This is an optimization exercise on Yosys and OpenROAD, whose aim is small area and few clock cycles per item, not a production implementation.
In this exercise RTL edits were held to simulation tests only and were not proved equivalent to the original.

==> flow/design.v, too long to show whole: its modules and the start of the top module <==
// module dsp_mac_pipe: 1019 lines
module dsp_mac_pipe (
  input  logic               CLK,
  input  logic               RSTN,
  input  logic               IN_VALID,
  output logic               IN_READY,
  input  logic signed [17:0] A,
  input  logic signed [17:0] B,
  input  logic signed [17:0] D,
  input  logic signed [47:0] C,
  input  logic [3:0]         OPMODE,
  output logic               OUT_VALID,
  input  logic               OUT_READY,
  output logic signed [47:0] P,
  output logic               CARRYOUT,
  output logic               OVERFLOW
);
  // ...
==> flow/flow/run.sh <==
#!/bin/bash
# The standard ORFS layout (the standard.sh), with these changes:
# - the port buffers that global placement inserts on every input and output
#   are sky130_fd_sc_hd__buf_1 instead of the tool's default pick; timing
#   repair still resizes any of them that need more drive;
# - Yosys's synth runs without its early "abc -fast" pass, so the full adders
#   that ORFS extracts keep the polarity the RTL writes them in (the final ABC
#   mapping and everything else are unchanged);
# - clock tree synthesis uses smaller clock buffers, larger sink clusters and
#   no dummy loads;
# - the platform's don't-use list, plus the buffers above 2x drive, so that
#   repair buffers with small cells.
set -euo pipefail
DU="sky130_fd_sc_hd__probe_p_8 sky130_fd_sc_hd__probec_p_8 sky130_fd_sc_hd__lpflow_bleeder_1 sky130_fd_sc_hd__lpflow_clkbufkapwr_1 sky130_fd_sc_hd__lpflow_clkbufkapwr_16 sky130_fd_sc_hd__lpflow_clkbufkapwr_2 sky130_fd_sc_hd__lpflow_clkbufkapwr_4 sky130_fd_sc_hd__lpflow_clkbufkapwr_8 sky130_fd_sc_hd__lpflow_clkinvkapwr_1 sky130_fd_sc_hd__lpflow_clkinvkapwr_16 sky130_fd_sc_hd__lpflow_clkinvkapwr_2 sky130_fd_sc_hd__lpflow_clkinvkapwr_4 sky130_fd_sc_hd__lpflow_clkinvkapwr_8 sky130_fd_sc_hd__lpflow_decapkapwr_12 sky130_fd_sc_hd__lpflow_decapkapwr_3 sky130_fd_sc_hd__lpflow_decapkapwr_4 sky130_fd_sc_hd__lpflow_decapkapwr_6 sky130_fd_sc_hd__lpflow_decapkapwr_8 sky130_fd_sc_hd__lpflow_inputiso0n_1 sky130_fd_sc_hd__lpflow_inputiso0p_1 sky130_fd_sc_hd__lpflow_inputiso1n_1 sky130_fd_sc_hd__lpflow_inputiso1p_1 sky130_fd_sc_hd__lpflow_inputisolatch_1 sky130_fd_sc_hd__lpflow_isobufsrc_1 sky130_fd_sc_hd__lpflow_isobufsrc_16 sky130_fd_sc_hd__lpflow_isobufsrc_2 sky130_fd_sc_hd__lpflow_isobufsrc_4 sky130_fd_sc_hd__lpflow_isobufsrc_8 sky130_fd_sc_hd__lpflow_isobufsrckapwr_16 sky130_fd_sc_hd__lpflow_lsbuf_lh_hl_isowell_tap_1 sky130_fd_sc_hd__lpflow_lsbuf_lh_hl_isowell_tap_2 sky130_fd_sc_hd__lpflow_lsbuf_lh_hl_isowell_tap_4 sky130_fd_sc_hd__lpflow_lsbuf_lh_isowell_4 sky130_fd_sc_hd__lpflow_lsbuf_lh_isowell_tap_1 sky130_fd_sc_hd__lpflow_lsbuf_lh_isowell_tap_2 sky130_fd_sc_hd__lpflow_lsbuf_lh_isowell_tap_4 sky130_fd_sc_hd__buf_4 sky130_fd_sc_hd__buf_6 sky130_fd_sc_hd__buf_8 sky130_fd_sc_hd__buf_12 sky130_fd_sc_hd__buf_16"
bash standard.sh "BUFFER_PORTS_ARGS=-buffer_cell sky130_fd_sc_hd__buf_1" "SYNTH_ARGS=-noabc" \
  "CTS_ARGS=-sink_clustering_enable -repair_clock_nets -buf_list {sky130_fd_sc_hd__clkbuf_4 sky130_fd_sc_hd__clkbuf_8} -sink_clustering_size 30 -sink_clustering_max_diameter 100 -dont_use_dummy_load" \
  "DONT_USE_CELLS=$DU" finish > standard.log 2>&1
==> flow/standard.sh <==
#!/bin/bash
# synth_recipe.tcl (not shown) runs the flow's synth.tcl, then flattens the netlist and writes it again
# the make line also repeats each setting of config.mk as NAME=value (left out here)
make -C /OpenROAD-flow-scripts/flow DESIGN_CONFIG=/design/flow/config.mk WORK_HOME=/design/flow/orfs CLKGATE_MAP_FILE= SYNTH_SCRIPT=/design/flow/synth_recipe.tcl "${@:-finish}"
==> flow/config.mk <==
export PLATFORM = sky130hd
export DESIGN_NAME = dsp_mac_pipe
export DESIGN_NICKNAME = dsp_mac_pipe
export VERILOG_FILES = /design/flow/design.v
export SDC_FILE = /design/flow/constraint.sdc
export NUM_CORES = 4
export LEC_CHECK = 0
export CAP_MARGIN = 20
export CORE_MARGIN = 2
export CORE_UTILIZATION = 40
export SLEW_MARGIN = 20
==> flow/constraint.sdc <==
create_clock -name core_clock -period 7.0 [get_ports {CLK}]
set_input_delay 1.4000 -clock core_clock [delete_from_list [all_inputs] [get_ports {CLK}]]
set_output_delay 1.4000 -clock core_clock [all_outputs]
set_load 0.01 [all_outputs]
==> run summary, run 1 <==
Skew-Pair Late Insertion Delay - 0.54 ns
inverter count - 54
DP HPWL - 33.0 mm
hold buffer count at CTS - 0
Rows - 71
post-route cell area - 17900 um^2
mux share of post-synthesis cell area - 3.92%
Max Used Layer - met4
top cells by area, synth - edfxtp_1 27%, fa_1 22%, xnor2_1 12%
Seq/Total Area, Yosys - 27.6%
I/O Buffers - 161
die width - 200 um
wire length on met2 - 19.3 mm
die height - 200 um
status - complete, no violations
Initial Util - 40.8%
tap cells - 511
FMAX - 148 MHz
fraction of area in multi-input gates - 59.6%
Regs by FF count - c1_q: 48 flops, r_q: 48 flops, pre1_q: 19 flops
library cells used by synthesis - 50
routability congestion estimate - 0.902
antenna-violating nets left - 0
CTS Buf Count - 17
Post CTS Setup Buffer Count - 0
CTS Buffer Depth - 2
most instantiated cells after synthesis - 208 x xnor2_1, 169 x fa_1, 145 x a22oi_1
DRT Pass-1 Iters - 6
hold path start - cnt_q[3]$_DFFE_PN0P_
CP Max Fanout - 19
Testbench counts, summed over its fixed seeds: cycles 32,062, items 32,046.
==> inputs of run 2 (changes only) <==
==> flow/flow/run.sh (replaced) <==
#!/bin/bash
# The standard ORFS layout (the standard.sh), with these changes:
# - the port buffers that global placement inserts on every input and output
#   are sky130_fd_sc_hd__buf_1 instead of the tool's default pick; timing
#   repair still resizes any of them that need more drive;
# - Yosys's synth runs without its early "abc -fast" pass, so the full adders
#   that ORFS extracts keep the polarity the RTL writes them in (the final ABC
#   mapping and everything else are unchanged);
# - clock tree synthesis uses smaller clock buffers, larger sink clusters and
#   no dummy loads.
set -euo pipefail
bash standard.sh "BUFFER_PORTS_ARGS=-buffer_cell sky130_fd_sc_hd__buf_1" "SYNTH_ARGS=-noabc" \
  "CTS_ARGS=-sink_clustering_enable -repair_clock_nets -buf_list {sky130_fd_sc_hd__clkbuf_4 sky130_fd_sc_hd__clkbuf_8} -sink_clustering_size 30 -sink_clustering_max_diameter 100 -dont_use_dummy_load" \
  finish > standard.log 2>&1
--- a/flow/config.mk
+++ b/flow/config.mk
@@ -11 +11,2 @@
 export SLEW_MARGIN = 20
+export TNS_END_PERCENT = 0
==> run 2 against run 1 <==
Compared with the run above:
- register-to-register slack got worse by 0.02 ns
- routed wire length barely moved
- highest routed layer unchanged
- synthesized area unchanged
- first-iteration DRC count is 0.33% lower
- sequential share of layout area grew 1.0 points
- clock skew is 0.0017 ns lower
- flip-flop and latch count stayed put
- count of clock-buffer cells in the layout unchanged
==> run summary, run 2 <==
status - complete, no violations
Hold Path Class - flop to flop
Core Box Area - 37800 um^2
I/O Buffers - 161 (unchanged)
hold buffer count at CTS - 0 (unchanged)
worst slew pin tran - 0.816 ns
Final Instance Count excl. Fillers - 2054
clk sinks - 143
largest net degree at the start of global routing - 55
Util after Layout - 45.5%
drt wl/cell - 20.2 um
max-slew violations - 0
most frequent cells in the layout - 208 x xnor2_1, 169 x fa_1, 161 x buf_1
commonest non-fill, non-tap cell in the layout - xnor2_1
synthesis-to-layout area growth - 11.5%
antenna-violating nets left - 0 (unchanged)
top cells by area, synth - edfxtp_1 27%, fa_1 22%, xnor2_1 12%
library cells used by synthesis - 50 (unchanged)
die area - 40200 um^2
syn nets - 1761
Rows - 71 (unchanged)
RSZ-0062 raised after global routing - true
Worst EP required - 7.28 ns
CTS tree - built
Final setup viols - 0
Yosys top cell area share - 26.7%
CTS clk-pin slew, worst paths - 0.08 ns
minimum clock period - 6.78 ns
number of global-route vias before repair - 11354
post-route cell area - 17200 um^2 (-4.1%)
Top FF cell, synth - edfxtp_1
Initial Util - 40.8% (unchanged)
filler instances - 3598
Skew-Pair Late Insertion Delay - 0.53 ns (about the same)
Ys Warns - 1
Seq/Total Area, Yosys - 27.6% (unchanged)
vias per inst - 5.34
most common cell in the netlist - xnor2_1
Worst EP arrival - 7.07 ns
final setup TNS - 0 ns
Crit Path Class - flop to flop
Placed Instances - 2033
layout cell share with drive strength beyond 1 - 10.0%
DRT Pass-1 Iters - 5 (-1)
max_cap viols - 0
root buf cell - clkbuf_8
crit end category - flop
ys async rst share - 4.20%
Area after DPL - 16900 um^2
Startpoint Class - flop
initial DRC count - 610
syn_area_per_cell - 11.1 um^2
DRC viols - 0
vias post-DR - 10963
gr ovfl total - 0
R2R Setup Slk - 0.22 ns
I/O pins - 162
die height - 200 um (unchanged)
DP HPWL - 32.8 mm (-0.57%)
die width - 200 um (unchanged)
FMAX - 147 MHz (-0.28%)
mapped cell area - 15400 um^2
routability congestion estimate - 0.940 (+4.2%)
Setup WS post-layout - 0.216 ns
fin nets - 1921
CTS Buffer Depth - 2 (unchanged)
pre-CTS WS - 0.0699 ns
Total GRT Usage - 21.2%
EDFF count, synth - 137
CP Max Fanout - 5 (-14)
initial antenna violation count - 0
leading area contributor after synthesis - edfxtp_1
clk_skew - 0.0344 ns
Synth Instances - 1385
most instantiated cells after synthesis - 208 x xnor2_1, 169 x fa_1, 145 x a22oi_1
CTS Buf Count - 17 (unchanged)
period utilization - 96.9%
first-pass GRT wire length - 65.4 mm
Total Routed Length - 41.5 mm
slew margin rel. - 45.6%
Regs by FF count - c1_q: 48 flops, r_q: 48 flops, pre1_q: 19 flops
FF+latch count, synth - 143
Fin. Hold Viols - 0
Antenna Cells - 0
H-tree depth - 4
==> run 2: cell types whose count changed after synthesis <==
cell / before / now
clkbuf_1: 89 / 85
buf_1: 15 / 19
==> run 2: routing by layer <==
layer	GRT usage [%]	share of wire (%)	routed length (um)
met5	0	0	0
met4	6.56	2.0	833
met3	3.57	5.2	2170
met2	33.8	46	19200
met1	29.6	46	19200
==> run 2: stage by stage <==
stage                     hold WS [ns]
after CTS                        0.524
after floorplan                  0.469
after global routing             0.564
after detailed placement         0.507
after global placement           0.493
final                            0.533
==> run 2: timing repair <==
item | in CTS | in global routing
endpoints found under the setup margin | 0 | 17
setup buffers | 0 | 4
gates resized for setup | 0 | 8
==> run 2: final timing paths <==
kind	startpoint	to	depth (start not counted)
setup / recovery	a1_q[12]$_DFFE_PP_	r_q[44]$_DFFE_PP_	21
min in group asynchronous	RSTN	vld_q$_DFFE_PN0P_	1
setup reg to reg	a1_q[12]$_DFFE_PP_	r_q[44]$_DFFE_PP_	21
hold reg to reg	cnt_q[3]$_DFFE_PN0P_	cnt_q[3]$_DFFE_PN0P_	1
max in group asynchronous	RSTN	v1_q$_DFFE_PN0P_	1
hold / removal	cnt_q[3]$_DFFE_PN0P_	cnt_q[3]$_DFFE_PN0P_	1
==> run 2: cell type report <==
class	count	area [um^2]	area share (%)
Clock buffer	17	234	1.36
Inverter	54	203	1.18
Multi-Input combinational cell	1084	10600	61.7
Sequential cell	143	4270	24.8
Tap cell	511	639	3.72
Timing Repair Buffer	245	1250	7.27
==> run 2: critical path, stage by stage (launching register included) <==
cell	delay, ns
edfxtp_1	0.45
or3b_2	0.49
a21boi_1	0.17
buf_4	0.16
a22oi_1	0.09
xnor2_1	0.39
fa_1	0.53
fa_1	0.41
fa_1	0.55
fa_1	0.42
ha_1	0.29
ha_1	0.35
nand4_1	0.15
or2_2	0.34
or3_4	0.39
a2111oi_4	0.35
buf_4	0.20
o21ai_2	0.09
a21boi_1	0.32
a21o_1	0.19
a21oi_1	0.09
xnor2_1	0.13
==> run 2: cell families after synthesis <==
logic type | count (synthesis) | synth area share [%]
AND/OR/NAND/NOR | 225 | 7.44
AO/OA/AOI/OAI | 269 | 12.2
adder cells (fa/ha/maj) | 266 | 29.8
flip-flops | 143 | 27.6
multiplexers | 57 | 3.92
buffers and inverters | 158 | 3.84
XOR/XNOR | 267 | 15.2
==> inputs of run 3 (changes only) <==
--- a/flow/config.mk
+++ b/flow/config.mk
@@ -11,2 +11 @@
 export SLEW_MARGIN = 20
-export TNS_END_PERCENT = 0
==> run 3 against run 2 <==
Compared with the run above:
- via count shrank 0.30%
- first-iteration DRC count is 8.4% higher
- cell area up 0.15%
- count of clock-buffer cells in the layout unchanged
- cell count unchanged
- clock skew about the same
- sequential share of layout area is essentially flat
- die area unchanged
- synthesized cell count unchanged
- hold slack got worse by 0.0025 ns
- register-to-register slack is essentially flat
==> run summary, run 3 <==
status - complete, no violations
max-slew violations - 0 (unchanged)
post-route cell area - 17200 um^2 (+0.15%)
period utilization - 96.7% (-0.21 points)
H-tree depth - 4 (unchanged)
CTS tree - built
Crit. Startpoint - a1_q[12]$_DFFE_PP_
first-pass GRT wire length - 65.4 mm (unchanged)
Fin. Hold Viols - 0 (unchanged)
CP Max Fanout - 5 (unchanged)
most frequent cells in the layout - 208 x xnor2_1, 169 x fa_1, 161 x buf_1
RR Startpoint - a1_q[12]$_DFFE_PP_
DP HPWL - 32.8 mm (unchanged)
hold buffer count at CTS - 0 (unchanged)
clk sinks - 143 (unchanged)
CP max stage delay - 0.55 ns (about the same)
Startpoint Class - flop
Synth Instances - 1385 (unchanged)
routability congestion estimate - 0.940 (unchanged)
syn_area_per_cell - 11.1 um^2 (unchanged)
Worst EP required - 7.29 ns (about the same)
minimum clock period - 6.77 ns (-0.0147 ns)
initial antenna violation count - 0 (unchanged)
I/O Buffers - 161 (unchanged)
Crit Path Class - flop to flop
number of global-route vias before repair - 11354 (unchanged)
initial DRC count - 661 (+8.4%)
CTS Buf Count - 17 (unchanged)
EDFF count, synth - 137 (unchanged)
final setup TNS - 0 ns (unchanged)
Antenna Cells - 0 (unchanged)
Final setup viols - 0 (unchanged)
Skew-Pair Late Insertion Delay - 0.53 ns (about the same)
DRC viols - 0 (unchanged)
commonest non-fill, non-tap cell in the layout - xnor2_1
layout cell share with drive strength beyond 1 - 10.3% (+0.26 points)
FMAX - 148 MHz (+0.22%)
Worst EP arrival - 7.06 ns (about the same)
CP cell instances - or3b_2, a21boi_1, buf_4, a22oi_1, xnor2_1, fa_1, fa_1, fa_1, fa_1, ha_1, ha_1, nand4_1, or2_2, or3_4, a2111oi_4, buf_4, o21ai_2, a211oi_4, nor3_1, nor3_1, xnor2_1
clk_skew - 0.0344 ns (-0.0000177 ns)
Yosys top cell area share - 26.7% (unchanged)
largest net degree at the start of global routing - 55 (unchanged)
library cells used by synthesis - 50 (unchanged)
hold path start - cnt_q[3]$_DFFE_PN0P_
Area after DPL - 16900 um^2 (unchanged)
ys async rst share - 4.20% (unchanged)
slew margin rel. - 45.7% (+0.084 points)
die area - 40200 um^2 (unchanged)
Total Routed Length - 41.6 mm (+0.17%)
Top FF cell, synth - edfxtp_1
worst slew pin tran - 0.815 ns (-0.00125 ns)
Rows - 71 (unchanged)
Initial Util - 40.8% (unchanged)
most instantiated cells after synthesis - 208 x xnor2_1, 169 x fa_1, 145 x a22oi_1
top cells by area, synth - edfxtp_1 27%, fa_1 22%, xnor2_1 12%
I/O pins - 162 (unchanged)
Core Box Area - 37800 um^2 (unchanged)
DRT Pass-1 Iters - 5 (unchanged)
die width - 200 um (unchanged)
synthesis-to-layout area growth - 11.7%
Regs by FF count - c1_q: 48 flops, r_q: 48 flops, pre1_q: 19 flops
Total GRT Usage - 21.2% (unchanged)
Ys Warns - 1 (unchanged)
gr ovfl total - 0 (unchanged)
CTS Buffer Depth - 2 (unchanged)
vias post-DR - 10930 (-0.30%)
leading area contributor after synthesis - edfxtp_1
most common cell in the netlist - xnor2_1
mapped cell area - 15400 um^2 (unchanged)
vias per inst - 5.32 (-0.30%)
root buf cell - clkbuf_8
antenna-violating nets left - 0 (unchanged)
crit end category - flop
Hold Path Class - flop to flop
fin nets - 1921 (unchanged)
die height - 200 um (unchanged)
Worst path most repeated cell - fa_1
drt wl/cell - 20.2 um (+0.17%)
syn nets - 1761 (unchanged)
CP max-delay cell - fa_1
max_cap viols - 0 (unchanged)
Seq/Total Area, Yosys - 27.6% (unchanged)
FF+latch count, synth - 143 (unchanged)
CTS clk-pin slew, worst paths - 0.08 ns (about the same)
-- run 3: through the flow --
step                instances  hold WS (ns)  util [%]  setup WS (ns)
finish                   2054         0.530      45.5          0.231
global placement         2033         0.493      44.7          0.175
CTS                      2050         0.524      45.3         0.0795
floorplan                1385         0.469         -         0.0592
global route             2054         0.564      45.5        -0.0114
detailed placement       2033         0.507      44.7         0.0699
-- run 3: cell families after synthesis --
family,count (synthesis),share of synthesized area [%]
and+or+nand+nor,225,7.44
DFF,143,27.6
AOI/OAI and AO/OA,269,12.2
adders and majority gates,266,29.8
xor gates and xnor gates,267,15.2
buffers and inverters,158,3.84
muxes,57,3.92
-- run 3: worst paths after layout --
check	to	slack [ns]	cells after the start
setup / recovery	co_q$_DFFE_PP_	0.23	21
hold / removal	cnt_q[3]$_DFFE_PN0P_	0.53	1
setup reg to reg	co_q$_DFFE_PP_	0.23	21
hold reg to reg	cnt_q[3]$_DFFE_PN0P_	0.53	1
max in group asynchronous	v1_q$_DFFE_PN0P_	5.95	1
min in group asynchronous	vld_q$_DFFE_PN0P_	0.74	1
-- run 3: layout make-up --
type	instances	area [um^2]
clock buffers	17	234
multi-input cells	1084	10600
repair buffers	245	1250
flip-flops and latches	143	4270
well taps	511	639
fillers	3597	20600
inverters	54	203
-- run 3: timing repair --
action | in CTS | in global routing
buffers inserted | 0 | 4
endpoints found under the setup margin | 0 | 17
gates resized for setup | 0 | 12
-- run 3: metal layers --
layer | up-vias | GRT usage (%) | part of all wire (%) | wire length (um)
met2 | 344 | 33.8 | 46 | 19200
li1 | 5139 | - | - | -
met3 | 45 | 3.57 | 5.3 | 2190
met1 | 5402 | 29.6 | 46 | 19300
met5 | - | 0 | 0 | 0
met4 | 0 | 6.56 | 2.1 | 860
-- run 3: critical path, delay by kind of cell, from the launching register on --
| kind | cells | cell delay, ns |
|---|---|---|
| buf+inv | 2 | 0.37 |
| xor+xnor | 2 | 0.47 |
| fa+ha+maj | 6 | 2.55 |
| compound gates | 5 | 1.04 |
| simple gates | 6 | 1.66 |
| flops | 1 | 0.45 |

-- port drivers added, routing unchanged --
How much do the figures lean on ideal ports? The routed layouts below were timed once more, with nothing changed but the port constraints. Step 1, drivers: a clkbuf_16 drives CLK and a buf_2 each remaining input, both assumed. Step 2, shift: input delay + t, output delay - t, t = (earliest + latest rising clock arrival at the registers) / 2. This alone moves slack from input paths to output paths. a / b / c = ideal / step 1 / step 2; a / b = the first two.
| run | t, ns | slack for setup (ns) | worst hold slack (ns) | worst setup path after step 2 | latest minus earliest clock arrival (ns) |
|---|---|---|---|---|---|
| run 1 | 0.572 | 0.235 / 0.235 / 0.235 | 0.527 / 0.527 / 0.527 | register to register | 0.036 / 0.036 |
| run 2 | 0.559 | 0.216 / 0.216 / 0.216 | 0.533 / 0.533 / 0.533 | register to register | 0.034 / 0.035 |
| run 3 | 0.564 | 0.231 / 0.231 / 0.231 | 0.530 / 0.530 / 0.530 | register to register | 0.034 / 0.035 |
After both steps setup and hold are still met in every run listed.
